Context: an optimization exercise on an open-source flow, tuned for small area, a short achievable clock period and few clock cycles per item. The choices shown serve that exercise and are no tape-out recipe.
Only simulation tests tie the RTL to the original design; equivalence was not proved.
Power and IR drop assume default switching activity.

==> inputs of run F <==
Design booth_mult_top, start of the top module:
module booth_mult_top (
	input  logic                          clk,
	input  logic                          reset,
	input  logic                          in_valid,
	input  logic signed [16-1:0] multiplicand,
	input  logic signed [16-1:0] multiplier,
	output logic                          out_valid,
	output logic signed [32-1:0] product
);
	logic [2:0] vld_r;
	always_ff @(posedge clk) begin
		if (reset) begin
			vld_r <= '0;
			out_valid <= 1'b0;
		end else begin
			vld_r <= {vld_r[1:0], in_valid};
			out_valid <= vld_r[2];
		end
	end
	logic [15:0] md_r;
	logic [7:0]  one_r, two_r, neg_r;
	logic [7:0]  one_d, two_d, neg_d;
	booth_recoder u_rec (.multiplier(multiplier), .one(one_d), .two(two_d), .neg(neg_d));
	always_ff @(posedge clk) begin
		md_r  <= multiplicand;
		one_r <= one_d;
		two_r <= two_d;
		neg_r <= neg_d;
	end
	logic pp_0_0;
	logic pp_0_1;
	logic pp_0_2;
	logic pp_0_3;
	logic pp_0_4;
	logic pp_0_5;
	logic pp_0_6;
	logic pp_0_7;
	logic pp_0_8;
	logic pp_0_9;
	logic pp_0_10;
	logic pp_0_11;
	logic pp_0_12;
	logic pp_0_13;
	logic pp_0_14;
	logic pp_0_15;
	logic pp_0_16;
	logic pps_0;
	logic pp_1_0;
	logic pp_1_1;
	logic pp_1_2;
	logic pp_1_3;
	logic pp_1_4;
	logic pp_1_5;
	logic pp_1_6;
	logic pp_1_7;
	logic pp_1_8;
	logic pp_1_9;
	logic pp_1_10;
	logic pp_1_11;
	logic pp_1_12;
	logic pp_1_13;
	logic pp_1_14;
	logic pp_1_15;
	logic pp_1_16;
	logic pps_1;
	logic pp_2_0;
	logic pp_2_1;
	logic pp_2_2;
	logic pp_2_3;
	logic pp_2_4;
	logic pp_2_5;
	logic pp_2_6;
	logic pp_2_7;
	logic pp_2_8;
	logic pp_2_9;
	logic pp_2_10;
	logic pp_2_11;
	logic pp_2_12;
	logic pp_2_13;
	logic pp_2_14;
	logic pp_2_15;
	logic pp_2_16;
	logic pps_2;
	logic pp_3_0;
	logic pp_3_1;
	logic pp_3_2;
	logic pp_3_3;
	logic pp_3_4;
	logic pp_3_5;
	logic pp_3_6;
	logic pp_3_7;
	logic pp_3_8;
	logic pp_3_9;
	logic pp_3_10;
	logic pp_3_11;
	logic pp_3_12;
	logic pp_3_13;
	logic pp_3_14;
	logic pp_3_15;
	logic pp_3_16;
	logic pps_3;
	logic pp_4_0;
	logic pp_4_1;
	logic pp_4_2;
	logic pp_4_3;
	logic pp_4_4;
	logic pp_4_5;
	logic pp_4_6;
	logic pp_4_7;
	logic pp_4_8;
	logic pp_4_9;
	logic pp_4_10;
	logic pp_4_11;
	logic pp_4_12;
	logic pp_4_13;
  ...
clock: 5.5 ns
lec_check: 0
cap_margin: 20
core_margin: 2
core_utilization: 60
setup_slack_margin: 3.3
slew_margin: 20
standard.sh (not shown) runs the stock make flow with config.mk's settings and CLKGATE_MAP_FILE= SYNTH_SCRIPT=/design/flow/synth_recipe.tcl, a recipe that flattens the netlist after the stock synthesis.
==> flow/flow/run.sh <==
#!/bin/bash
# Layout flow: the standard ORFS flow (standard.sh), unchanged synthesis, with these changes:
#  - after synthesis, polarity.py re-chooses the polarity of full adders and xor gates so that
#    fewer inverters are needed (registers and all other cells are left as they are);
#  - port buffers are buf_1 instead of the delay buffer that buffer_ports picks by default;
#  - clock tree: sink clusters of up to 20 registers under clkbuf_8 leaves, no dummy loads.
# Each tool writes its full output to a log here: synth.log, polarity.log, standard.log
# (and ORFS's own logs under orfs/).
set -euo pipefail
R=orfs/results/sky130hd/booth_mult_top/base
bash standard.sh synth > synth.log 2>&1
cp $R/1_2_yosys.v $R/1_2_yosys_std.v
python3 flow/polarity.py $R/1_2_yosys_std.v $R/1_2_yosys.v > polarity.log 2>&1
rm -f $R/1_synth.odb $R/1_synth.sdc
export BUFFER_PORTS_ARGS="-buffer_cell sky130_fd_sc_hd__buf_1"
export CTS_ARGS="-sink_clustering_enable -repair_clock_nets -buf_list sky130_fd_sc_hd__clkbuf_8 -sink_clustering_size 20 -sink_clustering_max_diameter 60 -dont_use_dummy_load"
bash standard.sh > standard.log 2>&1
Other scripts of this flow, unchanged in this note and not shown: flow/flow/polarity.py
==> inputs of run K, as changes to run F <==
--- a/flow/flow/run.sh
+++ b/flow/flow/run.sh
@@ -5,3 +5,3 @@
 #  - port buffers are buf_1 instead of the delay buffer that buffer_ports picks by default;
-#  - clock tree: sink clusters of up to 20 registers under clkbuf_8 leaves, no dummy loads.
+#  - clock tree: sink clusters of up to 32 registers under sky130_fd_sc_hd__clkbuf_16 leaves, no dummy loads.
 # Each tool writes its full output to a log here: synth.log, polarity.log, standard.log
@@ -15,3 +15,3 @@
 export BUFFER_PORTS_ARGS="-buffer_cell sky130_fd_sc_hd__buf_1"
-export CTS_ARGS="-sink_clustering_enable -repair_clock_nets -buf_list sky130_fd_sc_hd__clkbuf_8 -sink_clustering_size 20 -sink_clustering_max_diameter 60 -dont_use_dummy_load"
+export CTS_ARGS="-sink_clustering_enable -repair_clock_nets -buf_list sky130_fd_sc_hd__clkbuf_16 -sink_clustering_size 32 -sink_clustering_max_diameter 80 -dont_use_dummy_load"
 bash standard.sh > standard.log 2>&1
- CORE_UTILIZATION: 60 -> 40
==> inputs of run B, as changes to run F <==
--- a/flow/flow/run.sh
+++ b/flow/flow/run.sh
@@ -5,3 +5,3 @@
 #  - port buffers are buf_1 instead of the delay buffer that buffer_ports picks by default;
-#  - clock tree: sink clusters of up to 20 registers under clkbuf_8 leaves, no dummy loads.
+#  - clock tree: sink clusters of up to 12 registers under sky130_fd_sc_hd__clkbuf_4 leaves, no dummy loads.
 # Each tool writes its full output to a log here: synth.log, polarity.log, standard.log
@@ -15,3 +15,3 @@
 export BUFFER_PORTS_ARGS="-buffer_cell sky130_fd_sc_hd__buf_1"
-export CTS_ARGS="-sink_clustering_enable -repair_clock_nets -buf_list sky130_fd_sc_hd__clkbuf_8 -sink_clustering_size 20 -sink_clustering_max_diameter 60 -dont_use_dummy_load"
+export CTS_ARGS="-sink_clustering_enable -repair_clock_nets -buf_list sky130_fd_sc_hd__clkbuf_4 -sink_clustering_size 12 -sink_clustering_max_diameter 40 -dont_use_dummy_load"
 bash standard.sh > standard.log 2>&1
- CORE_UTILIZATION: 60 -> 40
==> run summary <==
Outcome: run K finished clean; run F finished clean; run B finished clean
Number of filler instances in the final layout: run K 2,379; run F 1,370; run B 2,399
Post-placement worst setup slack: run K 2.91 ns; run F 2.83 ns; run B 2.91 ns
Initial antenna violation count: run K 0; run F 0; run B 1
Fraction of layout cells with a size suffix above 1: run K 9.07%; run F 9.37%; run B 14.7%
Antenna diode count: run K 0; run F 0; run B 2
Clock transition at the registers of the reported paths: run K 0.10 ns; run F 0.10 ns; run B 0.11 ns
Period utilisation layout: run K 38.7%; run F 39.6%; run B 39.6%
First-pass GRT wire length: run K 36,000 um; run F 33,800 um; run B 36,300 um
Multi-input gate area in the final layout: run K 5640 um^2; run F 5610 um^2; run B 5630 um^2
Post-cts sizing count: run K 44; run F 51; run B 66
Capture point of the worst reg-to-reg path: run K product[23]$_DFF_P_; run F product[15]$_DFF_P_; run B product[15]$_DFF_P_
Die W: run K 166 um; run F 136 um; run B 166 um
Tap Cells: run K 335; run F 225; run B 335
# nets final: run K 1,083; run F 1,086; run B 1,105
Inserted Clock Buffers: run K 14; run F 16; run B 35
Min Hold Slack: run K 0.292 ns; run F 0.286 ns; run B 0.266 ns
Final design utilization: run K 44.5%; run F 65.3%; run B 44.4%
Type of the setup path with the least slack: run K flip-flop to flip-flop; run F flip-flop to flip-flop; run B flip-flop to primary output
Critical R2R Launch: run K pg_g0_0_q2$_DFF_P_; run F pg_g0_0_q2$_DFF_P_; run B pp_0_1_q2$_DFF_P_
Via count normalized by instance count: run K 5.07; run F 5.61; run B 5.10
Routed length on met1: run K 10,600 um; run F 9250 um; run B 10,500 um
Standby leakage power: run K 4.45 nW; run F 4.38 nW; run B 4.53 nW
Minimum clock period after layout: run K 2.13 ns; run F 2.18 ns; run B 2.18 ns
Clk root buf: run K sky130_fd_sc_hd__clkbuf_16; run F sky130_fd_sc_hd__clkbuf_8; run B sky130_fd_sc_hd__clkbuf_4
Testbench counts of run F, summed over its fixed seeds: cycles 24,024, items 24,000.
Testbench counts of run K, summed over its fixed seeds: cycles 24,024, items 24,000.
Testbench counts of run B, summed over its fixed seeds: cycles 24,024, items 24,000.

## what the ideal ports hide
How much do the figures lean on ideal ports? The routed layouts below were timed once more, with nothing changed but the port constraints.
Step 1 assumes that a clkbuf_16 drives the clock port and a buf_2 every other input.
Step 2 moves the port delays by t, midway between the first and last clock arrival at a register: inputs arrive t later, outputs are due t later. That takes back most of the time a late clock gives input paths.
Three values: no drivers, after step 1, after step 2; two values: the first two.
| run | t, ns | setup slack, ns | clock arrival spread, ns |
|---|---|---|---|
| run F | 0.528 | 3.320 / 3.320 / 3.320 | 0.043 / 0.043 |
| run K | 0.506 | 3.370 / 3.350 / 3.370 | 0.063 / 0.063 |
| run B | 0.626 | 3.322 / 3.279 / 3.386 | 0.078 / 0.078 |
After both steps every run listed still meets setup and hold.
